From an optimization exercise on the open Yosys and OpenROAD flow, aimed at small area, a short achievable clock period and few clock cycles per item; shortcuts taken in it are not production practice. The RTL was checked by simulation tests, not by an equivalence proof against the original design. No activity file was given, so power comes from the tool's default toggle rates.

==> flow/design.v, too long to show whole: its modules and the start of the top module <==
// module arb_mul: 623 lines
// module arb_sqrt: 31 lines
// module arb_div: 26 lines
// module arcball_rotation_quaternion_unit: 453 lines
module arcball_rotation_quaternion_unit #(
  parameter int COORD_BITS = 12,
  parameter int FRAC_BITS  = 16
) (
  input  logic                   clk,
  input  logic                   rst,
  input  logic                   cfg_we,
  input  logic [CFG_INDEX_W-1:0] cfg_index,
  input  logic [CFG_DATA_W-1:0]  cfg_data,
  input  logic                   pointer_valid,
  output logic                   pointer_ready,
  input  logic                   pointer_action,
  input  logic [COORD_BITS-1:0]  pointer_x,
  input  logic [COORD_BITS-1:0]  pointer_y,
  output logic                   rotation_valid,
  input  logic                   rotation_ready,
  output logic [FRAC_BITS+1:0]   rot_x,
  output logic [FRAC_BITS+1:0]   rot_y,
  output logic [FRAC_BITS+1:0]   rot_z,
  output logic [FRAC_BITS+1:0]   rot_w
);
  // ...
==> flow/flow/run.sh <==
#!/bin/bash
set -euo pipefail
export SETUP_SLACK_MARGIN=7
bash standard.sh finish > run_standard.log 2>&1
==> flow/standard.sh <==
#!/bin/bash
# synth_recipe.tcl (not shown) runs the flow's synth.tcl, then flattens the netlist and writes it again
# the make line also repeats each setting of config.mk as NAME=value (left out here)
make -C /OpenROAD-flow-scripts/flow DESIGN_CONFIG=/design/flow/config.mk WORK_HOME=/design/flow/orfs CLKGATE_MAP_FILE= SYNTH_SCRIPT=/design/flow/synth_recipe.tcl "${@:-finish}"
==> flow/config.mk <==
export PLATFORM = sky130hd
export DESIGN_NAME = arcball_rotation_quaternion_unit
export DESIGN_NICKNAME = arcball_rotation_quaternion_unit
export VERILOG_FILES = /design/flow/design.v
export SDC_FILE = /design/flow/constraint.sdc
export NUM_CORES = 4
export LEC_CHECK = 0
export CAP_MARGIN = 20
export CORE_MARGIN = 2
export CORE_UTILIZATION = 55
export SLEW_MARGIN = 20
==> flow/constraint.sdc <==
create_clock -name core_clock -period 12.5 [get_ports {clk}]
set_input_delay 2.5000 -clock core_clock [delete_from_list [all_inputs] [get_ports {clk}]]
set_output_delay 2.5000 -clock core_clock [all_outputs]
set_load 0.01 [all_outputs]
==> reports/qor.txt, run 1 <==
status -> timing/DRC/antenna clean
Static Leakage -> 20.7 nW
nonclk buf count -> 304
Comb. pwr -> 5.94 mW
cell mode on critical path -> fa_1
reg-to-reg slack, setup -> 7.05 ns
Max Fanout on Critical Path -> 18
Placed Cells -> 5,999
fin cells -> 6,244
critical path's top delay family -> adder cells
Max Fclk -> 183 MHz
Final Setup Violations -> 0
cells after synthesis -> 4,972
Synth Flop Type -> dfxtp_1
most frequent cells in the layout -> nand2_1, inv_1, nor2_1
M1 GR Usage -> 50.0%
reg-to-reg critical path endpoint -> c_q[20]
number of synthesized flops with an enable pin -> 323
Post-CTS Resized -> 60
Max Cap Viol -> 0
grt met2 use -> 52.7%
fin crit period -> 5.45 ns
#FFs+latches synth -> 664
Synth Cell Area -> 46,100 sq um
Detail Route met3 WL -> 15.4 mm
crit end category -> flip-flop
Cell Area, Placed -> 48,300 sq um
via/cell ratio -> 6.08
largest net degree at the start of global routing -> 82
final hold violation count -> 0
nets -> 5,664
cell area after layout -> 52,400 sq um
Root Driver -> clkbuf_16
die width -> 293 um
P_int -> 6.33 mW
Setup Skew -> 0.0361 ns
Testbench counts, summed over its fixed seeds: cycles 36,607, items 2,880.
==> run 2: changes to the inputs <==
==> flow/flow/run.sh (replaced) <==
#!/bin/bash
set -euo pipefail
export SETUP_SLACK_MARGIN=7.5
bash standard.sh finish > run_standard.log 2>&1
==> reports/qor.txt, run 2 <==
status -> timing/DRC/antenna clean
Starting Density -> 55.3%
Root Driver -> clkbuf_16
Synth Cell Area -> 46,100 sq um (unchanged)
Slew headroom -> 19.6%
clock power share -> 19.3%
Async SR Flop Fraction -> 0%
Remaining DRCs -> 0
port bufs -> 137
initial detailed-routing violation count -> 4,072
routed wl met2 -> 72.5 mm
share of cells above drive strength 1 -> 17.9%
Top Registers -> acc: 36 flops, it_rad: 36 flops, s_q: 35 flops
Net Sw Frac -> 43.4%
Cell Area, Placed -> 48,500 sq um (+0.31%)
Max Cap Viol -> 0 (unchanged)
Max Fanout on Critical Path -> 6 (-12)
reg-to-reg critical path endpoint -> c_q[17]
first-pass GRT wire length -> 239 mm
Max Fclk -> 181 MHz (-1.1%)
Crit path arrival time -> 6.11 ns
later-pin clock latency in the skew report -> 0.66 ns
clock tree buffer depth -> 3
RSZ-0062 raised after global routing -> true
antenna-violating nets left -> 0
htree depth -> 3
initial antenna violation count -> 4
number of synthesized flops with an enable pin -> 323 (unchanged)
clk sink count -> 664
#FFs+latches synth -> 664 (unchanged)
yosys warns -> 3
synth top area cells -> edfxtp_1, dfxtp_1, fa_1
FF-to-FF path depth -> 15
Combinational Power Share -> 56.1%
Hold WS -> 0.421 ns
fin cells -> 6,405 (+2.6%)
Psw -> 5.17 mW
Static Leakage -> 21.9 nW (+5.7%)
most frequent cells in the layout -> nand2_1, inv_1, nor2_1
Num CTS Buffers -> 77
commonest non-fill, non-tap cell in the layout -> nand2_1
RR Startpoint -> ecs[0]
Slew Limit Fails -> 0
P_int -> 6.75 mW (+6.6%)
total detailed-routing wirelength -> 163 mm
Peak VDD IR -> 488 uV
layout overhead on the synthesized area -> 20.6%
CTS tree -> built
Setup Skew -> 0.0268 ns (-0.00923 ns)
TritonRoute pass-1 iters -> 8
cells after synthesis -> 4,972 (unchanged)
Worst Setup Path Type -> flip-flop to flip-flop
most frequent cell after synthesis -> nand2_1
crit end category -> flip-flop
Std-Cell Rows -> 106
n_diodes -> 0
via/cell ratio -> 6.14 (+0.97%)
reg-to-reg slack, setup -> 6.99 ns (-0.06 ns)
GPL Wtd Cong -> 0.948
Synth Flop Type -> dfxtp_1
HPWL after detailed placement -> 116 mm
total die area -> 86,100 sq um
nets -> 5,830 (+2.9%)
Tot GR Track Use -> 37.0%
WL met1 -> 68.7 mm
Core ar. -> 83,300 sq um
DR top layer -> met5
cell area after layout -> 55,600 sq um (+6.0%)
Final Setup Violations -> 0 (unchanged)
largest net degree at the start of global routing -> 88 (+7.3%)
required time of the worst setup path -> 13.10 ns
Placed Cells -> 6,005 (+0.10%)
area share of the largest cell type after synthesis -> 21.0%
Final period util -> 44.1%
post-synthesis cell type count -> 100
final hold violation count -> 0 (unchanged)
syn_area_per_cell -> 9.27 sq um
Worst setup endpoint -> c_q[17]
pwr/cell area -> 214 nW/um^2
commonest cells in the netlist -> nand2_1, inv_1, nor2_1
DR vias -> 39,300
num ports -> 138
area leader, netlist -> edfxtp_1
Hold Crit Class -> flip-flop to flip-flop
Reg power frac -> 24.6%
Startpoint Class -> flip-flop
Mapped Nets -> 5,540
total gr overflow -> 0
number of global-route vias before repair -> 37,600
Final Worst Setup Slack -> 6.99 ns
die width -> 293 um (unchanged)
routed len/inst -> 25.5 um
CP Launch Point -> ecs[0]
DP Worst Slack -> 6.31 ns
register area share after synthesis -> 35.9%
setup TNS -> 0 ns
chip height -> 293 um
Detail Route met3 WL -> 16.1 mm (+5.0%)
worst-margin pin slew -> 1.21 ns
clk slew on worst S/H paths -> 0.06 ns
fin crit period -> 5.51 ns (+0.0603 ns)
-- run 2: cell counts after synthesis --
Identical to the previous run, type by type.
-- run 2: power groups by stage --
stage / registers, mW / logic [mW] / clock network, mW
final: 2.93 / 6.69 / 2.30
after global routing: 2.96 / 7.31 / 2.39
after CTS: 2.94 / 6.19 / 2.31
after detailed placement: 3.01 / 5.59 / 0
after global placement: 3.00 / 5.52 / 0
after floorplan: 2.87 / 4.20 / 0
-- run 2: routing by layer --
layer  vias up  track usage [%]
li1      17700                -
met1     19400             52.2
met2      1922             57.0
met3       301             7.34
met4         4             12.8
met5         -                0
-- run 2: layout make-up --
type,count,area [sq um]
Multi-Input combinational cell,3501,28500
Fill cell,6806,27700
Sequential cell,664,16600
Timing Repair Buffer,467,4540
Clock buffer,104,2180
Inverter,551,2110
Tap cell,1080,1350
Clock inverter,38,382
-- run 2: critical path, stage by stage, from the launching register on --
cell,delay (ns)
dfxtp_4,0.38
a222oi_1,1.04
xor2_1,0.29
nand2_1,0.16
nand4_1,0.26
buf_4,0.28
nand2_2,0.07
fa_2,0.44
fa_1,0.49
inv_1,0.05
fa_2,0.52
inv_2,0.04
fa_2,0.38
fa_1,0.49
inv_1,0.06
fa_2,0.52
-- run 2: logic make-up (layout without fill, tap and decap cells) --
| kind of cell | after synthesis | count (layout) | share of synthesized area [%] |
|---|---|---|---|
| XOR/XNOR | 327 | 327 | 6.21 |
| adder cells (fa/ha/maj) | 504 | 504 | 18.5 |
| buffers and inverters | 809 | 1160 | 6.88 |
| flip-flops | 664 | 664 | 35.9 |
| AO/OA/AOI/OAI | 1031 | 1032 | 15.4 |
| AND/OR/NAND/NOR | 1536 | 1537 | 15.0 |
| multiplexers | 101 | 101 | 2.27 |
-- run 2: worst min path at each step --
stage	from	endpoint	slack (ns)	depth (start not counted)
after floorplan	s_act	d_act	0.40	0
after global placement	sx_s	d_xs	0.40	0
after detailed placement	sx_s	d_xs	0.41	0
after CTS	sy_s	d_ys	0.42	0
after global routing	sy_s	d_ys	0.42	0
final	sx_s	d_xs	0.42	0
-- run 2: repair_timing --
| action | CTS | global route |
|---|---|---|
| setup buffers | 161 | 84 |
| pin swaps | 113 | 120 |
| setup endpoints to repair | 265 | 233 |
| hold endpoints to repair | 0 | 0 |
| resized for setup | 319 | 253 |
| hold buffers | 0 | 0 |
| gates cloned | 8 | 4 |
-- run 2: metrics by stage --
| stage | util, % | total power [mW] |
|---|---|---|
| after floorplan | - | 7.07 |
| after global placement | 58.2 | 8.53 |
| after detailed placement | 58.2 | 8.60 |
| after CTS | 64.6 | 11.4 |
| after global routing | 66.7 | 12.6 |
| final | 66.7 | 11.9 |
==> run 3: changes to the inputs <==
==> flow/flow/run.sh (replaced) <==
#!/bin/bash
set -euo pipefail
export SETUP_SLACK_MARGIN=6.5
bash standard.sh finish > run_standard.log 2>&1
--- a/flow/config.mk
+++ b/flow/config.mk
@@ -8,4 +8,6 @@
 export CAP_MARGIN = 20
 export CORE_MARGIN = 2
 export CORE_UTILIZATION = 55
+export CTS_BUF_LIST = sky130_fd_sc_hd__clkbuf_4 sky130_fd_sc_hd__clkbuf_8
+export CTS_CLUSTER_SIZE = 16
 export SLEW_MARGIN = 20
==> reports/qor.txt, run 3 <==
status -> timing/DRC/antenna clean
Combinational Power Share -> 52.5% (-3.6 points)
antenna-violating nets left -> 0 (unchanged)
Peak VDD IR -> 424 uV (-13%)
Worst Setup Path Type -> flip-flop to flip-flop
via/cell ratio -> 6.09 (-0.81%)
pwr/cell area -> 215 nW/um^2 (+0.21%)
htree depth -> 3 (unchanged)
chip height -> 293 um (unchanged)
area leader, netlist -> edfxtp_1
Placed Cells -> 5,994 (-0.18%)
reg-to-reg slack, setup -> 6.62 ns (-0.37 ns)
Final Setup Violations -> 0 (unchanged)
Multi-input gate area -> 26,700 sq um (-6.3%)
Final period util -> 47.0% (+2.9 points)
die width -> 293 um (unchanged)
yosys warns -> 3 (unchanged)
Root Driver -> clkbuf_8
fin crit period -> 5.88 ns (+0.365 ns)
number of synthesized flops with an enable pin -> 323 (unchanged)
final hold violation count -> 0 (unchanged)
Remaining DRCs -> 0 (unchanged)
power consumption -> 11.1 mW (-7.2%)
nets -> 5,629 (-3.4%)
later-pin clock latency in the skew report -> 0.77 ns (+0.11 ns)
Final Util -> 61.8% (-4.9 points)
Max Cap Viol -> 0 (unchanged)
Net Sw Frac -> 43.8% (+0.43 points)
total gr overflow -> 0 (unchanged)
most frequent cells in the layout -> nand2_1, inv_1, nor2_1
Reg power frac -> 26.9% (+2.3 points)
Cell Area, Placed -> 48,300 sq um (-0.39%)
clk sink count -> 664 (unchanged)
RSZ-0062 raised after global routing -> true
Setup Skew -> 0.0441 ns (+0.0173 ns)
Final Worst Setup Slack -> 6.62 ns (-0.365 ns)
register area share after synthesis -> 35.9% (unchanged)
DR vias -> 38,000 (-3.2%)
fin cells -> 6,248 (-2.5%)
Slew Limit Fails -> 0 (unchanged)
post-synthesis cell type count -> 100 (unchanged)
number of global-route vias before repair -> 36,300 (-3.7%)
# hold bufs at CTS -> 0 (unchanged)
commonest non-fill, non-tap cell in the layout -> nand2_1
fillcell total -> 7,343 (+7.9%)
commonest cells in the netlist -> nand2_1, inv_1, nor2_1
layout overhead on the synthesized area -> 11.7%
clock power share -> 20.6% (+1.3 points)
cells after synthesis -> 4,972 (unchanged)
#FFs+latches synth -> 664 (unchanged)
clock tree buffer depth -> 3 (unchanged)
Core ar. -> 83,300 sq um (unchanged)
Startpoint Class -> flip-flop
Std-Cell Rows -> 106 (unchanged)
num ports -> 138 (unchanged)
Hold WS -> 0.418 ns (-0.00357 ns)
Tot GR Track Use -> 35.3% (-1.7 points)
P_int -> 6.22 mW (-7.9%)
Async SR Flop Fraction -> 0% (unchanged)
largest net degree at the start of global routing -> 87 (-1.1%)
crit end category -> flip-flop
port bufs -> 137 (unchanged)
Slew headroom -> 20.2% (+0.54 points)
syn_area_per_cell -> 9.27 sq um (unchanged)
clk slew on worst S/H paths -> 0.07 ns (about the same)
Top Registers -> acc: 36 flops, it_rad: 36 flops, s_q: 35 flops
Num CTS Buffers -> 113 (+47%)
initial antenna violation count -> 6 (+2)
Mapped Nets -> 5,540 (unchanged)
Max Fclk -> 170 MHz (-6.2%)
TritonRoute pass-1 iters -> 7 (-1)
area share of the largest cell type after synthesis -> 21.0% (unchanged)
CTS tree -> built
Synth Cell Area -> 46,100 sq um (unchanged)
share of cells above drive strength 1 -> 8.70% (-9.2 points)
required time of the worst setup path -> 13.13 ns (+0.03 ns)
Psw -> 4.85 mW (-6.2%)
cell area after layout -> 51,500 sq um (-7.4%)
GPL Wtd Cong -> 0.928 (-2.1%)
Max Fanout on Critical Path -> 18 (+12)
setup TNS -> 0 ns (unchanged)
total detailed-routing wirelength -> 153 mm (-6.1%)
Synth Flop Type -> dfxtp_1
Static Leakage -> 20.4 nW (-6.8%)
HPWL after detailed placement -> 115 mm (-1.5%)
initial detailed-routing violation count -> 4,371 (+7.3%)
first-pass GRT wire length -> 228 mm (-4.5%)
Hold Crit Class -> flip-flop to flip-flop
DP Worst Slack -> 5.82 ns (-0.488 ns)
Reg area -> 16,500 sq um (-0.14%)
most frequent cell after synthesis -> nand2_1
worst-margin pin slew -> 1.20 ns (-0.00979 ns)
routed len/inst -> 24.5 um (-3.8%)
total die area -> 86,100 sq um (unchanged)
synth top area cells -> edfxtp_1, dfxtp_1, fa_1
Crit path arrival time -> 6.51 ns (+0.40 ns)
Starting Density -> 55.3% (unchanged)
run 3: cell counts after synthesis:
Identical to the previous run, type by type.
run 3: worst paths after layout:
| path | startpoint | cells past startpoint | end |
|---|---|---|---|
| worst min-delay path | m_act | 0 | s_act |
| worst max register to register | ecs[0] | 15 | c_q[19] |
| worst max-delay path | ecs[0] | 15 | c_q[19] |
| worst min register to register | m_act | 0 | s_act |
run 3: logic make-up (layout without fill, tap and decap cells):
logic type               Yosys count  in the layout  synth area share [%]
AND/OR/NAND/NOR                 1536           1536                  15.0
AO/OA/AOI/OAI                   1031           1031                  15.4
other                              0              8                     0
buffers and inverters            809            997                  6.88
adder cells (fa/ha/maj)          504            504                  18.5
XOR/XNOR                         327            327                  6.21
multiplexers                     101            101                  2.27
flip-flops                       664            664                  35.9
run 3: power groups by stage:
stage	combinational (mW)	sequential, mW	clock (mW)
floorplan	4.17	2.88	0
global placement	5.53	3.01	0
detailed placement	5.62	3.01	0
CTS	5.67	2.97	2.30
global route	6.43	2.99	2.39
finish	5.81	2.97	2.28
run 3: final cells by class:
type | count | share of cell area, %
flip-flops and latches | 664 | 32.1
multi-input cells | 3499 | 51.8
inverters | 551 | 4.02
diodes | 8 | 0.0389
repair buffers | 232 | 4.26
well taps | 1080 | 2.62
clock buffers | 187 | 4.52
clock inverters | 27 | 0.617
run 3: layer usage:
layer	vias to the layer above	GRT usage [%]	routed length (um)	share of wire (%)
li1	17300	-	-	-
met1	18700	50.1	65700	43
met2	1739	53.5	67100	44
met3	298	7.25	14700	9.6
met4	2	12.6	5580	3.6
met5	-	0	8	0.0052
run 3: repair_timing:
| item | CTS | global route |
|---|---|---|
| pin swaps | 0 | 2 |
| resized for setup | 11 | 28 |
| cloned | 0 | 0 |
| buffers inserted | 6 | 24 |
| setup endpoints to repair | 29 | 63 |
run 3: critical path: stages, from the launching register on:
cell,delay [ns]
dfxtp_1,0.53
a222oi_1,0.48
buf_6,0.37
xor2_2,0.50
nand2_1,0.16
nand4_1,0.42
nand2_1,0.15
fa_1,0.56
inv_1,0.06
fa_1,0.54
inv_1,0.06
fa_1,0.50
fa_1,0.40
fa_1,0.51
inv_1,0.05
fa_1,0.44
==> run 4: changes to the inputs <==
==> flow/flow/run.sh (replaced) <==
#!/bin/bash
set -euo pipefail
export SETUP_SLACK_MARGIN=7
bash standard.sh finish > run_standard.log 2>&1
--- a/flow/config.mk
+++ b/flow/config.mk
@@ -7,7 +7,5 @@
 export LEC_CHECK = 0
 export CAP_MARGIN = 20
 export CORE_MARGIN = 2
-export CORE_UTILIZATION = 55
-export CTS_BUF_LIST = sky130_fd_sc_hd__clkbuf_4 sky130_fd_sc_hd__clkbuf_8
-export CTS_CLUSTER_SIZE = 16
+export CORE_UTILIZATION = 65
 export SLEW_MARGIN = 20
==> reports/qor.txt, run 4 <==
status -> timing/DRC/antenna clean
Max Fclk -> 179 MHz (+5.0%)
TritonRoute pass-1 iters -> 9 (+2)
clock tree buffer depth -> 3 (unchanged)
post-synthesis cell type count -> 100 (unchanged)
required time of the worst setup path -> 13.01 ns (-0.12 ns)
number of synthesized flops with an enable pin -> 323 (unchanged)
clock power share -> 19.9% (-0.7 points)
total die area -> 73,100 sq um (-15%)
Starting Density -> 65.7% (+10 points)
max incr delay on CP -> 0.83 ns (+0.27 ns)
Synth Cell Area -> 46,100 sq um (unchanged)
Peak VDD IR -> 438 uV (+3.5%)
fin cells -> 6,096 (-2.4%)
synth top area cells -> edfxtp_1, dfxtp_1, fa_1
Startpoint Class -> flip-flop
cells after synthesis -> 4,972 (unchanged)
nets -> 5,662 (+0.59%)
num ports -> 138 (unchanged)
final hold violation count -> 0 (unchanged)
# hold bufs at CTS -> 0 (unchanged)
pwr/cell area -> 215 nW/um^2 (about the same)
Static Leakage -> 20.7 nW (+1.3%)
setup TNS -> 0 ns (unchanged)
largest net degree at the start of global routing -> 79 (-9.2%)
Psw -> 4.90 mW (+0.91%)
crit end category -> flip-flop
later-pin clock latency in the skew report -> 0.63 ns (-0.14 ns)
share of cells above drive strength 1 -> 9.25% (+0.55 points)
register area share after synthesis -> 35.9% (unchanged)
most frequent cells in the layout -> nand2_1, inv_1, nor2_1
M1 GR Usage -> 55.8% (+5.7 points)
chip height -> 270 um (-7.9%)
Root Driver -> clkbuf_16
HPWL after detailed placement -> 109 mm (-4.6%)
Core ar. -> 70,100 sq um (-16%)
most frequent cell after synthesis -> nand2_1
#FFs+latches synth -> 664 (unchanged)
layout overhead on the synthesized area -> 13.2%
P_int -> 6.32 mW (+1.7%)
commonest non-fill, non-tap cell in the layout -> nand2_1
Std-Cell Rows -> 97 (-8.5%)
Async SR Flop Fraction -> 0% (unchanged)
DR vias -> 39,000 (+2.6%)
initial detailed-routing violation count -> 5,411 (+24%)
commonest cells in the netlist -> nand2_1, inv_1, nor2_1
CTS tree -> built
cell mode on critical path -> fa_1
Net Sw Frac -> 43.6% (-0.20 points)
Top Registers -> acc: 36 flops, it_rad: 36 flops, s_q: 35 flops
port bufs -> 137 (unchanged)
worst-margin pin slew -> 1.20 ns (-0.000831 ns)
Max Cap Viol -> 0 (unchanged)
Most Crowded Layer GR -> met2
total detailed-routing wirelength -> 149 mm (-2.7%)
Remaining DRCs -> 0 (unchanged)
area leader, netlist -> edfxtp_1
global routing usage on met3 -> 9.49% (+2.2 points)
clk sink count -> 664 (unchanged)
Slew Limit Fails -> 0 (unchanged)
antenna-violating nets left -> 0 (unchanged)
grt met2 use -> 60.1% (+6.6 points)
yosys warns -> 3 (unchanged)
Final Setup Violations -> 0 (unchanged)
Combinational Power Share -> 53.9% (+1.4 points)
crit path cell chain -> buf_2 > a222oi_1 > xor2_2 > nand2_1 > nand4_1 > buf_4 > nand2_1 > fa_1 > inv_1 > fa_1 > inv_1 > fa_2 > fa_1 > fa_1 > inv_1 > fa_1
Hold WS -> 0.423 ns (+0.00506 ns)
Worst Setup Path Type -> flip-flop to flip-flop
Synth Flop Type -> dfxtp_1
die width -> 270 um (-7.9%)
first-pass GRT wire length -> 223 mm (-2.3%)
fin crit period -> 5.60 ns (-0.279 ns)
Setup Skew -> 0.0241 ns (-0.0200 ns)
critical path's top delay family -> adder cells
Buf/Inv on CP -> 5 (+1)
Crit path arrival time -> 6.11 ns (-0.40 ns)
Mapped Nets -> 5,540 (unchanged)
area share of the largest cell type after synthesis -> 21.0% (unchanged)
routed len/inst -> 24.4 um (-0.30%)
Placed Cells -> 5,851 (-2.4%)
via/cell ratio -> 6.40 (+5.1%)
Tot GR Track Use -> 39.9% (+4.7 points)
Slew headroom -> 20.2% (+0.079 points)
Final Util -> 74.3% (+13 points)
Crit-path slowest cell -> a222oi_1
initial antenna violation count -> 3 (-3)
Max Fanout on Critical Path -> 9 (-9)
Reg power frac -> 26.3% (-0.6 points)
GPL Wtd Cong -> 0.977 (+5.3%)
number of global-route vias before repair -> 37,100 (+2.5%)
Final period util -> 44.8% (-2.2 points)
total gr overflow -> 0 (unchanged)
Num CTS Buffers -> 75 (-34%)
Hold Crit Class -> flip-flop to flip-flop
clk slew on worst S/H paths -> 0.06 ns (about the same)
RSZ-0062 raised after global routing -> true
syn_area_per_cell -> 9.27 sq um (unchanged)
fillcell total -> 5,258 (-28%)
htree depth -> 3 (unchanged)
## run 4: worst register-to-register path: cells and delay by family, from the launching register on
| family | cells | cell delay, ns |
|---|---|---|
| xor+xnor | 1 | 0.46 |
| compound gates | 1 | 0.83 |
| flops | 1 | 0.38 |
| fa+ha+maj | 6 | 2.84 |
| simple gates | 3 | 0.40 |
| buf+inv | 5 | 0.58 |
## run 4: cells by family after synthesis
family / synth area share [%]
AOI/OAI and AO/OA: 15.4
xor gates and xnor gates: 6.21
adders and majority gates: 18.5
buffers and inverters: 6.88
DFF: 35.9
muxes: 2.27
and+or+nand+nor: 15.0
## run 4: final timing paths
| check | to | cells after the start | slack, ns | start |
|---|---|---|---|---|
| setup / recovery | c_q[20] | 16 | 6.90 | ecs[0] |
| setup reg to reg | c_q[20] | 16 | 6.90 | ecs[0] |
| hold / removal | m_act | 0 | 0.42 | rq_act |
| hold reg to reg | m_act | 0 | 0.42 | rq_act |
## run 4: final cells by class
type	count	area [sq um]	share of cell area, %
Multi-Input combinational cell	3499	27000	51.7
Sequential cell	664	16500	31.7
Clock buffer	104	2160	4.15
Tap cell	940	1180	2.26
Inverter	551	2090	4.01
Clock inverter	34	290	0.557
Antenna cell	1	2.50	0.00480
Timing Repair Buffer	303	2910	5.58
## run 4: repair_timing
item                       4_1_cts  5_1_grt
setup endpoints to repair       68      150
cloned                           0        5
gates resized for setup         65       84
pin swaps                        9       33
buffers inserted                38       63
## run 4: power by group through the flow
| stage | combinational (mW) | sequential (mW) | clock, mW |
|---|---|---|---|
| floorplan | 4.17 | 2.87 | 0 |
| global placement | 5.46 | 2.99 | 0 |
| detailed placement | 5.57 | 2.99 | 0 |
| CTS | 5.72 | 2.95 | 2.23 |
| global route | 6.64 | 2.96 | 2.32 |
| finish | 6.04 | 2.95 | 2.23 |
## run 4: per-layer routing
layer	up-vias	routed length [um]
met5	-	175
met2	2385	64500
met1	18800	58000
met4	4	7130
met3	433	19200
li1	17400	-
## run 4: stage by stage
stage	setup slack (ns)	instance area [sq um]	power, mW
final	6.90	52200	11.2
after CTS	6.96	51200	10.9
after floorplan	7.04	46100	7.04
after global routing	6.79	52200	11.9
after detailed placement	6.00	48100	8.56
after global placement	6.16	48100	8.45
==> run 5: changes to the inputs <==
--- a/flow/config.mk
+++ b/flow/config.mk
@@ -7,5 +7,5 @@
 export LEC_CHECK = 0
 export CAP_MARGIN = 20
 export CORE_MARGIN = 2
-export CORE_UTILIZATION = 65
+export CORE_UTILIZATION = 60
 export SLEW_MARGIN = 20
==> reports/qor.txt, run 5 <==
number of global-route vias before repair -> 36,900 (-0.75%)
largest net degree at the start of global routing -> 80 (+1.3%)
power consumption -> 11.3 mW (+0.36%)
P_int -> 6.31 mW (-0.17%)
nets -> 5,685 (+0.41%)
syn_area_per_cell -> 9.27 sq um (unchanged)
routed len/inst -> 24.6 um (+0.52%)
fillcell total -> 6,110 (+16%)
number of synthesized flops with an enable pin -> 323 (unchanged)
Placed Cells -> 5,955 (+1.8%)
commonest non-fill, non-tap cell in the layout -> nand2_1
DP Worst Slack -> 5.87 ns (-0.132 ns)
Std-Cell Rows -> 101 (+4.1%)
Num CTS Buffers -> 76 (+1.3%)
setup TNS -> 0 ns (unchanged)
crit path cell chain -> buf_6 > a222oi_1 > xor2_4 > nand2_1 > nand4_1 > nand2_1 > fa_1 > inv_1 > fa_1 > inv_1 > fa_2 > fa_2 > fa_1 > inv_1 > fa_1
CTS tree -> built
Net Sw Frac -> 43.9% (+0.30 points)
Max Cap Viol -> 0 (unchanged)
chip height -> 281 um (+4.0%)
total detailed-routing wirelength -> 153 mm (+2.5%)
origin of the worst min-delay path -> my_s
first-pass GRT wire length -> 224 mm (+0.78%)
Final Util -> 69.3% (-5.1 points)
synth top area cells -> edfxtp_1, dfxtp_1, fa_1
Worst Setup Path Type -> flip-flop to flip-flop
initial detailed-routing violation count -> 4,974 (-8.1%)
area share of the largest cell type after synthesis -> 21.0% (unchanged)
RSZ-0062 raised after global routing -> true
Peak VDD IR -> 494 uV (+13%)
final hold violation count -> 0 (unchanged)
Max Fclk -> 178 MHz (about the same)
Hold WS -> 0.423 ns (-0.000224 ns)
cell area after layout -> 52,600 sq um (+0.88%)
critical path depth in cells -> 15 (-1)
Synth Flop Type -> dfxtp_1
status -> timing/DRC/antenna clean
Final Worst Setup Slack -> 6.90 ns (-0.00421 ns)
later-pin clock latency in the skew report -> 0.64 ns (about the same)
Psw -> 4.95 mW (+1.1%)
Crit-path slowest cell -> a222oi_1
Mapped Nets -> 5,540 (unchanged)
total gr overflow -> 0 (unchanged)
post-synthesis cell type count -> 100 (unchanged)
TritonRoute pass-1 iters -> 9 (unchanged)
Combinational Power Share -> 53.7% (-0.2 points)
die width -> 281 um (+4.0%)
via/cell ratio -> 6.28 (-1.8%)
Startpoint Class -> flip-flop
antenna-violating nets left -> 0 (unchanged)
RR Startpoint -> ecs[0]
Hold Path Depth -> 0 (unchanged)
Top Registers -> acc: 36 flops, it_rad: 36 flops, s_q: 35 flops
num ports -> 138 (unchanged)
initial antenna violation count -> 3 (unchanged)
clk slew on worst S/H paths -> 0.06 ns (about the same)
htree depth -> 3 (unchanged)
reg-to-reg slack, setup -> 6.90 ns (about the same)
Final Setup Violations -> 0 (unchanged)
fin cells -> 6,213 (+1.9%)
Multi-input gate area -> 27,100 sq um (+0.26%)
clock tree buffer depth -> 3 (unchanged)
Async SR Flop Fraction -> 0% (unchanged)
most frequent cells in the layout -> nand2_1, inv_1, nor2_1
total die area -> 79,000 sq um (+8.2%)
pwr/cell area -> 214 nW/um^2 (-0.51%)
HPWL after detailed placement -> 111 mm (+1.7%)
worst-margin pin slew -> 1.19 ns (-0.00408 ns)
fin crit period -> 5.60 ns (+0.00421 ns)
CP Launch Point -> ecs[0]
Slew Limit Fails -> 0 (unchanged)
layout overhead on the synthesized area -> 14.2%
Setup Skew -> 0.0293 ns (+0.00517 ns)
cells after synthesis -> 4,972 (unchanged)
port bufs -> 137 (unchanged)
commonest cells in the netlist -> nand2_1, inv_1, nor2_1
Slew headroom -> 20.6% (+0.36 points)
cell mode on critical path -> fa_1
Remaining DRCs -> 0 (unchanged)
Hold Crit Class -> flip-flop to flip-flop
clock power share -> 19.9% (about the same)
area leader, netlist -> edfxtp_1
Core ar. -> 75,900 sq um (+8.3%)
Reg area -> 16,500 sq um (about the same)
FF-to-FF path depth -> 15 (-1)
Buf/Inv on CP -> 4 (-1)
Tot GR Track Use -> 37.8% (-2.2 points)
required time of the worst setup path -> 13.01 ns (about the same)
#FFs+latches synth -> 664 (unchanged)
register area share after synthesis -> 35.9% (unchanged)
critical path's top delay family -> adder cells
yosys warns -> 3 (unchanged)
Root Driver -> clkbuf_16
clk sink count -> 664 (unchanged)
Reg power frac -> 26.5% (+0.2 points)
Crit path arrival time -> 6.11 ns (about the same)
share of cells above drive strength 1 -> 10.0% (+0.75 points)
crit end category -> flip-flop
max incr delay on CP -> 1.03 ns (+0.20 ns)
GPL Wtd Cong -> 0.958 (-1.9%)
most frequent cell after synthesis -> nand2_1
Final period util -> 44.8% (about the same)
Cell Area, Placed -> 48,300 sq um (+0.45%)
Static Leakage -> 20.8 nW (+0.72%)
Synth Cell Area -> 46,100 sq um (unchanged)
DR vias -> 39,000 (+0.036%)
Starting Density -> 60.7% (-5.0 points)
Max Fanout on Critical Path -> 17 (+8)
run 5: routing by layer:
metal | vias up | wire length, um | track usage [%]
met5 | - | 12 | 0
met4 | 2 | 7610 | 17.0
met3 | 411 | 16200 | 6.65
met2 | 2111 | 66700 | 57.3
met1 | 19100 | 62100 | 53.0
li1 | 17400 | - | -
run 5: final timing paths:
| kind | endpoint |
|---|---|
| worst min register to register | sy_s |
| worst min-delay path | sy_s |
| worst max-delay path | c_q[20] |
| worst max register to register | c_q[20] |
run 5: kinds of logic (layout without fill, tap and decap cells):
logic type,Yosys count,count (layout),share of synthesized area [%]
AOI/OAI and AO/OA,1031,1031,15.4
other,0,3,0
muxes,101,101,2.27
and+or+nand+nor,1536,1537,15.0
DFF,664,664,35.9
xor gates and xnor gates,327,327,6.21
buffers and inverters,809,1016,6.88
adders and majority gates,504,504,18.5
run 5: power by group through the flow:
stage / registers, mW / logic, mW / clock network [mW]
2_1_floorplan: 2.87 / 4.17 / 0
5_1_grt: 3.00 / 6.65 / 2.33
6_report: 2.98 / 6.04 / 2.24
4_1_cts: 2.97 / 5.70 / 2.25
3_5_place_dp: 3.02 / 5.55 / 0
3_3_place_gp: 3.01 / 5.43 / 0
run 5: cell type report:
cell class                 count  area share (%)
antenna                        3          0.0143
tap                         1030            2.45
sequential                   664            31.4
timing repair buffer         324            5.99
multi-input combinational   3500            51.4
clock inverter                52           0.877
inverter                     551            3.96
clock buffer                  89            3.86
run 5: repair_timing:
item,in CTS,in global routing
gates resized for setup,65,100
setup endpoints to repair,71,153
gates cloned,0,9
buffers inserted,36,69
pin swaps,17,48
hold buffers,0,0
==> run 6: changes to the inputs <==
--- a/flow/config.mk
+++ b/flow/config.mk
@@ -7,5 +7,6 @@
 export LEC_CHECK = 0
 export CAP_MARGIN = 20
 export CORE_MARGIN = 2
-export CORE_UTILIZATION = 60
+export CORE_UTILIZATION = 55
+export PLACE_DENSITY = 0.7
 export SLEW_MARGIN = 20
==> reports/qor.txt, run 6 <==
TritonRoute pass-1 iters -> 10 (+1)
Cell Area, Placed -> 48,300 sq um (about the same)
Synth Cell Area -> 46,100 sq um (unchanged)
synth top area cells -> edfxtp_1, dfxtp_1, fa_1
Tot GR Track Use -> 34.5% (-3.3 points)
Hold WS -> 0.406 ns (-0.0168 ns)
Starting Density -> 55.3% (-5.3 points)
HPWL after detailed placement -> 112 mm (+0.56%)
fin crit period -> 5.51 ns (-0.0893 ns)
yosys warns -> 3 (unchanged)
clock tree buffer depth -> 3 (unchanged)
initial antenna violation count -> 3 (unchanged)
port bufs -> 137 (unchanged)
nets -> 5,666 (-0.33%)
Remaining DRCs -> 0 (unchanged)
routed wl met2 -> 66.4 mm (-0.38%)
Setup Skew -> 0.0276 ns (-0.00167 ns)
largest net degree at the start of global routing -> 90 (+13%)
Root Driver -> clkbuf_16
first-pass GRT wire length -> 225 mm (+0.45%)
num ports -> 138 (unchanged)
cell area after layout -> 52,600 sq um (about the same)
crit end category -> flip-flop
htree depth -> 3 (unchanged)
worst-margin pin slew -> 1.25 ns (+0.0588 ns)
number of synthesized flops with an enable pin -> 323 (unchanged)
DR vias -> 38,800 (-0.57%)
layout overhead on the synthesized area -> 14.2% (about the same)
Top Registers -> acc: 36 flops, it_rad: 36 flops, s_q: 35 flops
Max Cap Viol -> 0 (unchanged)
Slew headroom -> 16.4% (-4.2 points)
clk sink count -> 664 (unchanged)
final hold violation count -> 0 (unchanged)
Synth Flop Type -> dfxtp_1
Static Leakage -> 20.8 nW (-0.31%)
CTS tree -> built
Final period util -> 44.1% (-0.71 points)
Final Setup Violations -> 0 (unchanged)
#FFs+latches synth -> 664 (unchanged)
Startpoint Class -> flip-flop
Crit path arrival time -> 6.00 ns (-0.11 ns)
routed len/inst -> 24.3 um (-0.95%)
Num CTS Buffers -> 78 (+2.6%)
required time of the worst setup path -> 12.98 ns (-0.03 ns)
most frequent cells in the layout -> nand2_1, inv_1, nor2_1
area leader, netlist -> edfxtp_1
Max Fanout on Critical Path -> 18 (+1)
DR top layer -> met5
initial detailed-routing violation count -> 4,595 (-7.6%)
n_diodes -> 0 (-3)
fillcell total -> 6,886 (+13%)
share of cells above drive strength 1 -> 9.33% (-0.67 points)
total detailed-routing wirelength -> 152 mm (-0.58%)
commonest non-fill, non-tap cell in the layout -> nand2_1
status -> timing/DRC/antenna clean
cells after synthesis -> 4,972 (unchanged)
die width -> 293 um (+4.4%)
Async SR Flop Fraction -> 0% (unchanged)
post-synthesis cell type count -> 100 (unchanged)
number of global-route vias before repair -> 37,100 (+0.77%)
via/cell ratio -> 6.22 (-0.94%)
syn_area_per_cell -> 9.27 sq um (unchanged)
Std-Cell Rows -> 106 (+5.0%)
antenna-violating nets left -> 0 (unchanged)
GPL Wtd Cong -> 0.963 (+0.52%)
Reg area -> 16,500 sq um (about the same)
total die area -> 86,100 sq um (+9.0%)
most frequent cell after synthesis -> nand2_1
WL met1 -> 61.6 mm (-0.85%)
later-pin clock latency in the skew report -> 0.64 ns (about the same)
RSZ-0062 raised after global routing -> true
total gr overflow -> 0 (unchanged)
# hold bufs at CTS -> 0 (unchanged)
Peak VDD IR -> 277 uV (-44%)
Core ar. -> 83,300 sq um (+9.7%)
pwr/cell area -> 213 nW/um^2 (-0.29%)
register area share after synthesis -> 35.9% (unchanged)
Final Util -> 63.2% (-6.1 points)
Slew Limit Fails -> 0 (unchanged)
area share of the largest cell type after synthesis -> 21.0% (unchanged)
commonest cells in the netlist -> nand2_1, inv_1, nor2_1
Worst Setup Path Type -> flip-flop to flip-flop
setup TNS -> 0 ns (unchanged)
clk slew on worst S/H paths -> 0.06 ns (about the same)
Hold Crit Class -> flip-flop to flip-flop
Multi-input gate area -> 27,100 sq um (+0.30%)
Max Fclk -> 181 MHz (+1.6%)
Mapped Nets -> 5,540 (unchanged)
chip height -> 293 um (+4.4%)
Detail Route met3 WL -> 16.1 mm (-0.98%)
run 6: kinds of logic (layout without fill, tap and decap cells):
kind of cell	after synthesis	count (layout)	synth area share, %
flip-flops	664	664	35.9
AO/OA/AOI/OAI	1031	1032	15.4
XOR/XNOR	327	327	6.21
buffers and inverters	809	992	6.88
AND/OR/NAND/NOR	1536	1536	15.0
multiplexers	101	101	2.27
adder cells (fa/ha/maj)	504	504	18.5
run 6: per-stage QoR:
step	instances	worst slack [ns]	power (mW)
floorplan	4972	7.04	7.04
global placement	5993	6.05	8.45
detailed placement	5995	5.88	8.56
CTS	6175	7.01	11.0
global route	6236	6.90	11.9
finish	6236	6.99	11.2
run 6: worst paths after layout:
kind / start / to / slack [ns] / cells past startpoint
setup / recovery: ecs[0] / c_q[17] / 6.99 / 15
hold / removal: sx_s / d_xs / 0.41 / 0
setup reg to reg: ecs[0] / c_q[17] / 6.99 / 15
hold reg to reg: sx_s / d_xs / 0.41 / 0
run 6: area by class of cell:
type,count,share of cell area (%)
multi-input cells,3500,51.6
well taps,1080,2.57
clock buffers,112,4.21
inverters,551,3.95
repair buffers,303,5.76
clock inverters,26,0.525
flip-flops and latches,664,31.4
run 6: where the power goes:
part | switching (mW) | internal (mW)
combinational | 3.68 | 2.32
clock | 0.940 | 1.32
sequential | 0.244 | 2.73
total | 4.87 | 6.36
run 6: timing repair:
| item | 4_1_cts | 5_1_grt |
|---|---|---|
| gates cloned | 2 | 5 |
| setup endpoints to repair | 77 | 148 |
| buffers inserted | 40 | 56 |
| resized for setup | 80 | 97 |
| pin swaps | 13 | 25 |
run 6: worst max-delay path, stage by stage, from the launching register on:
cell and delay [ns]:
dfxtp_4 0.41, a222oi_1 0.88, xor2_4 0.29, nand2_1 0.17
and4_2 0.45, nor2_1 0.10, fa_1 0.51, inv_1 0.05
fa_1 0.48, inv_1 0.05, fa_1 0.48, inv_1 0.06
fa_1 0.41, fa_1 0.51, inv_1 0.05, fa_1 0.46
run 6: layer usage:
metal | global-route usage (%) | vias to the layer above
li1 | - | 17400
met1 | 47.6 | 19000
met2 | 52.4 | 2034
met3 | 6.90 | 365
met4 | 15.7 | 2
met5 | 0 | -

re-timing with driven ports:
The flow's constraints put no driver on any port. The routed layouts listed below were extracted and timed again, unchanged, in two steps.
Step 1, drivers: a clkbuf_16 drives clk and a buf_2 each remaining input, both assumed.
Step 2, shift: input delay + t, output delay - t, t = (earliest + latest rising clock arrival at the registers) / 2. This alone moves slack from input paths to output paths.
Slacks: ideal / step 1 / step 2; pairs: ideal / step 1.
| run | t (ns) | slack for setup (ns) | pins driven straight from the clock port |
|---|---|---|---|
| run 1 | 0.722 | 7.046 / 7.046 / 6.767 | 1 |
| run 2 | 0.718 | 6.986 / 6.986 / 6.981 | 1 |
| run 3 | 0.811 | 6.621 / 6.621 / 6.621 | 1 |
| run 4 | 0.693 | 6.900 / 6.900 / 6.870 | 1 |
| run 5 | 0.694 | 6.896 / 6.896 / 6.896 | 1 |
| run 6 | 0.692 | 6.985 / 6.985 / 6.890 | 1 |
After both steps setup and hold are still met in every run listed. For run 1, which loses most, drivers alone change the setup slack by 0.000 ns; drivers and shift together by -0.279 ns.
